Source: an optimization exercise on an open RTL-to-GDS flow (aim: small area). Production flows keep margins and buffers that such runs may drop.
Only simulation tests tie the RTL to the original design; equivalence was not proved.
No activity file was given, so power comes from the tool's default toggle rates.

== north ==
==> flow/design.v (excerpt) <==
module servo_pwm_with_nibble_command_link_top #(
    parameter int SERVO_COUNT = 3
) (
    input  logic                              clk,
    input  logic                              rst_n,
    input  logic                              in_valid,
    output logic                              in_stall,
    input  logic [spwm_pkg::NIB_W-1:0]        port_nibble,
    output logic                              out_valid,
    input  logic                              out_stall,
    output logic [spwm_pkg::PWM_W-1:0]        pwm_levels,
    output logic [spwm_pkg::CLAW_W-1:0]       claw_event,
    output logic                              frame_error,
    input  logic                              cfg_valid,
    output logic                              cfg_ready,
    input  logic [spwm_pkg::REG_IDX_W-1:0]    cfg_index,
    input  logic [spwm_pkg::CNT_W-1:0]        cfg_data
);
export LEC_CHECK = 0
export ABC_AREA = 1
export CAP_MARGIN = 20
export CORE_MARGIN = 2
export CORE_UTILIZATION = 65
export CTS_BUF_LIST = sky130_fd_sc_hd__clkbuf_8
export SLEW_MARGIN = 20
create_clock -name core_clock -period 12.0 [get_ports {clk}]
standard.sh (not shown) runs the stock make flow with config.mk's settings and CLKGATE_MAP_FILE= SYNTH_SCRIPT=/design/flow/synth_recipe.tcl, a recipe that flattens the netlist after the stock synthesis.
==> flow/flow/run.sh <==
#!/bin/bash
set -euo pipefail
W=$(pwd)
RES=orfs/results/${FLOW_PLATFORM}/servo_pwm_with_nibble_command_link_top/base
export AREA_ABC_SCRIPT=$W/flow/abc_area.script

# reference: the standard synthesis, in a folder of its own
sed "s|WORK_HOME=[^ ]*|WORK_HOME=$W/ref|" standard.sh > ref_standard.sh
bash ref_standard.sh synth > synth_ref.log 2>&1

# the area synthesis and the rest of the layout
sed "s|SYNTH_SCRIPT=[^ ]*|SYNTH_SCRIPT=$W/flow/synth_area.tcl|" standard.sh > area_standard.sh
bash area_standard.sh synth > synth_area.log 2>&1

python3 flow/flops.py ref/results/${FLOW_PLATFORM}/servo_pwm_with_nibble_command_link_top/base/1_2_yosys.v > flops_ref.txt
python3 flow/flops.py $RES/1_2_yosys.v > flops_area.txt
if ! cmp -s flops_ref.txt flops_area.txt || [ ! -s flops_ref.txt ]; then
  echo "flip-flops differ from the standard synthesis; using the standard netlist" | tee fallback.txt
  rm -f $RES/1_synth.odb $RES/1_synth.sdc
  cp ref/results/${FLOW_PLATFORM}/servo_pwm_with_nibble_command_link_top/base/1_2_yosys.v $RES/1_2_yosys.v
  bash area_standard.sh synth > synth_fallback.log 2>&1
fi

bash area_standard.sh "BUFFER_PORTS_ARGS=-buffer_cell sky130_fd_sc_hd__buf_1" \
  "CTS_ARGS=-sink_clustering_enable -repair_clock_nets -buf_list sky130_fd_sc_hd__clkbuf_8 -dont_use_dummy_load" \
  finish > layout.log 2>&1
==> flow/flow/abc_area.script <==
strash
&get -n
&deepsyn -T 90
&put
strash
dch -f
map -a
strash
dch -f
amap
topo
==> flow/flow/flops.py <==
# Lists a netlist's flip-flops as "name celltype" (drive strength removed), sorted.
import re, sys
cells = []
for line in open(sys.argv[1]):
    m = re.match(r'\s*(sky130_fd_sc_hd__(?:df|edf|sdf|dl)\w*?)(?:_\d+)?\s+(\S+)\s*\(', line)
    if m:
        cells.append(f"{m.group(2)} {m.group(1)}")
print("\n".join(sorted(cells)))
==> flow/flow/synth_area.tcl <==
# The standard synthesis script (synth_recipe.tcl), with two changes: the final ABC
# technology mapping runs an area-oriented script (flow/abc_area.script) in place of
# ORFS's timing-driven one, and only full adders (not half adders) are extracted as adder
# cells. Registers and their names are untouched by these steps.
proc synth {args} { yosys synth -nofsm -noshare {*}$args }
proc abc {args} {
  set i [lsearch -exact $args -script]
  if { $i >= 0 } { lset args [expr {$i + 1}] $::env(AREA_ABC_SCRIPT) }
  yosys abc {*}$args
}
proc extract_fa {args} { yosys extract_fa -fa }
source $::env(SCRIPTS_DIR)/synth.tcl
# left out here: clear keep_hierarchy, flatten, clean up, hide names made inside functions, write 1_2_yosys.v
north was carried through to the last stage, and its layout satisfied the timing, DRC and antenna checks.
[inputs] south vs north
--- a/flow/design.v
+++ b/flow/design.v
@@ -60,22 +60,22 @@
     output logic [spwm_pkg::PWM_W-1:0]        pwm_levels,
     output logic [spwm_pkg::CLAW_W-1:0]       claw_event,
     output logic                              frame_error,
     input  logic                              cfg_valid,
     output logic                              cfg_ready,
     input  logic [spwm_pkg::REG_IDX_W-1:0]    cfg_index,
     input  logic [spwm_pkg::CNT_W-1:0]        cfg_data
 );
-    function automatic logic ge16(input logic [15:0] x, input logic [15:0] y);
+    function automatic logic cmp16(input logic [15:0] x, input logic [15:0] yn, input logic ci);
         logic c;
-        c = 1'b1;
+        c = ci;
         for (int i = 0; i < 16; i++)
-            c = (x[i] & ~y[i]) | ((x[i] | ~y[i]) & c);
-        ge16 = c;
+            c = (x[i] & yn[i]) | ((x[i] | yn[i]) & c);
+        cmp16 = c;
     endfunction
     function automatic logic ge9(input logic [8:0] x, input logic [8:0] y);
         logic c;
         c = 1'b1;
         for (int i = 0; i < 9; i++)
             c = (x[i] & ~y[i]) | ((x[i] | ~y[i]) & c);
         ge9 = c;
     endfunction
@@ -98,27 +98,21 @@
         n[0] = (~r[2] & ~r[1] & b) | (r[1] & r[0] & ~b) | (r[2] & ~b);
         div5_step = {q, n};
     endfunction
     logic [15:0] period_top_reg, pulse_offset_reg, pulse_limit_reg;
     logic [15:0] quiet_low_reg, quiet_high_reg;
     logic [6:0]  deadband_reg;
     logic [6:0]  slew_step_reg;
     logic [3:0]  slew_interval_reg;
-    logic [15:0] period_top, pulse_offset, pulse_limit, quiet_low, quiet_high;
     logic [6:0]  deadband, slew_step;
     logic [3:0]  slew_interval;
-    assign period_top    = period_top_reg    ^ RST_PERIOD_TOP;
-    assign pulse_offset  = ~pulse_offset_reg;
-    assign pulse_limit   = pulse_limit_reg   ^ RST_PULSE_LIMIT;
     assign deadband      = deadband_reg      ^ RST_DEADBAND;
     assign slew_step     = slew_step_reg     ^ RST_SLEW_STEP;
     assign slew_interval = slew_interval_reg ^ RST_SLEW_INTERVAL;
-    assign quiet_low     = quiet_low_reg     ^ RST_QUIET_LOW;
-    assign quiet_high    = quiet_high_reg    ^ RST_QUIET_HIGH;
     logic [15:0] count_reg;
     logic [3:0]  div_reg;
     logic [7:0]  angle_reg  [3];
     logic [7:0]  target_reg [3];
     logic [2:0]  phase_reg;        
     logic [2:0]  pin_reg;
     logic        out_valid_reg, full_reg;
     logic [5:0]  old_reg;
@@ -134,18 +128,18 @@
     logic [15:0] count_next;
     logic [3:0]  div_next;
     assign take      = out_valid_reg & ~out_stall;
     assign accept    = in_valid & ~full_reg;
     assign in_stall  = full_reg;
     assign cfg_ready = 1'b1;
     assign strobe     = port_nibble[3] & port_nibble[2];
     assign full_n     = port_nibble[1] & port_nibble[0];
-    assign in_window  = ge16(count_reg, quiet_low) & ge16(quiet_high, count_reg);
-    assign period_end = ge16(count_reg, period_top);
+    assign in_window  = cmp16(count_reg, quiet_low_reg, 1'b1) & ~cmp16(count_reg, quiet_high_reg, 1'b0);
+    assign period_end = cmp16(count_reg, period_top_reg, 1'b1);
     assign cnt_zero   = ~|count_reg;
     assign act        = accept & ~in_window;
     assign clr        = accept & period_end;
     always_comb
     begin
         logic [3:0] d;
         d[0] = ~div_reg[0];
         d[1] = div_reg[1] ^ div_reg[0];
@@ -235,17 +229,17 @@
         quo[8] = r[2] & (r[1] | r[0]);
         r = quo[8] ? (r - 3'd5) : r;
         for (int i = 7; i >= 0; i--)
         begin
             s = div5_step(r, dif[i+1]);
             quo[i] = s[3];
             r = s[2:0];
         end
-        ge_lim = ge16(count_reg, pulse_limit);
+        ge_lim = cmp16(count_reg, pulse_limit_reg, 1'b1);
     end
     always_comb
     begin
         for (int i = 0; i < 3; i++)
         begin
             logic clr_pin;
             clr_pin = in_window & (ge_lim | (dif[16] & (dif_big | ge9(quo, {1'b0, angle_reg[i]}))));
             pin_next[i] = accept ? ((cnt_zero | pin_reg[i]) & ~clr_pin) : pin_reg[i];
@@ -353,36 +347,36 @@
             div_next[j] = (div_reg[j] ^ c) & ~do_slew;
             c = c & div_reg[j];
         end
     end
     always_ff @(posedge clk or negedge rst_n)
     begin
         if (!rst_n)
         begin
-            period_top_reg    <= '0;
+            period_top_reg    <= ~RST_PERIOD_TOP;
             pulse_offset_reg  <= ~RST_PULSE_OFFSET;
-            pulse_limit_reg   <= '0;
+            pulse_limit_reg   <= ~RST_PULSE_LIMIT;
             deadband_reg      <= '0;
             slew_step_reg     <= '0;
             slew_interval_reg <= '0;
-            quiet_low_reg     <= '0;
-            quiet_high_reg    <= '0;
+            quiet_low_reg     <= ~RST_QUIET_LOW;
+            quiet_high_reg    <= ~RST_QUIET_HIGH;
         end
         else if (cfg_valid)
         begin
             case (cfg_index)
-                3'd0: period_top_reg    <= cfg_data ^ RST_PERIOD_TOP;
+                3'd0: period_top_reg    <= ~cfg_data;
                 3'd1: pulse_offset_reg  <= ~cfg_data;
-                3'd2: pulse_limit_reg   <= cfg_data ^ RST_PULSE_LIMIT;
+                3'd2: pulse_limit_reg   <= ~cfg_data;
                 3'd3: deadband_reg      <= cfg_data[6:0] ^ RST_DEADBAND;
                 3'd4: slew_step_reg     <= cfg_data[6:0] ^ RST_SLEW_STEP;
                 3'd5: slew_interval_reg <= cfg_data[3:0] ^ RST_SLEW_INTERVAL;
-                3'd6: quiet_low_reg     <= cfg_data ^ RST_QUIET_LOW;
-                default: quiet_high_reg <= cfg_data ^ RST_QUIET_HIGH;
+                3'd6: quiet_low_reg     <= ~cfg_data;
+                default: quiet_high_reg <= ~cfg_data;
             endcase
         end
     end
     always_ff @(posedge clk or negedge rst_n)
     begin
         if (!rst_n)
         begin
             count_reg     <= '0;
[summary]
- Note that the overall power of the completed layout recorded for south amounts to 1.07 times the value seen in north.
- north → south: post-placement worst setup slack increased by 51 ps relative to the old numbers, sequential share of layout area increased by 0.72 points relative to the old numbers.
- Compared with north, in south maximum single-stage delay on the critical path saw a decrease, fraction of the mapped netlist area in compound gates saw a decrease.
- The core of south is less densely filled than that of north.
- The worst hold slack in south sits 44 ps above the value recorded for north.
- Compared with north, south shows a lower aggregate routed wire length.
- north → south: length in cells of the worst reg-to-reg path -7, via-per-instance ratio -about 1.5%, clock group share of total power -0.7 points.

## what the ideal ports hide
In the flow no input, the clock included, has a driving cell. The finished layouts below were timed again as built, in two steps. Step 1: set_driving_cell puts a clkbuf_16 on clk and a buf_2 on each other input, an assumption about the parent block. Step 2 moves the port delays by t, midway between the first and last clock arrival at a register: inputs arrive t later, outputs are due t later. That takes back most of the time a late clock gives input paths. Three values: ideal ports, drivers, drivers and shift; two values: the first two.
run	shift t [ns]	slack for setup (ns)	clock arrival spread, ns	worst slew at a driven data input, ns
north	0.496	0.748 / 0.748 / 0.712	0.041 / 0.041	0.04
south	0.495	0.942 / 0.942 / 0.901	0.041 / 0.041	0.05
After both steps every run listed still meets setup and hold. The setup slack of south, which loses most, moves by 0.000 ns with the drivers and by -0.041 ns with both steps.
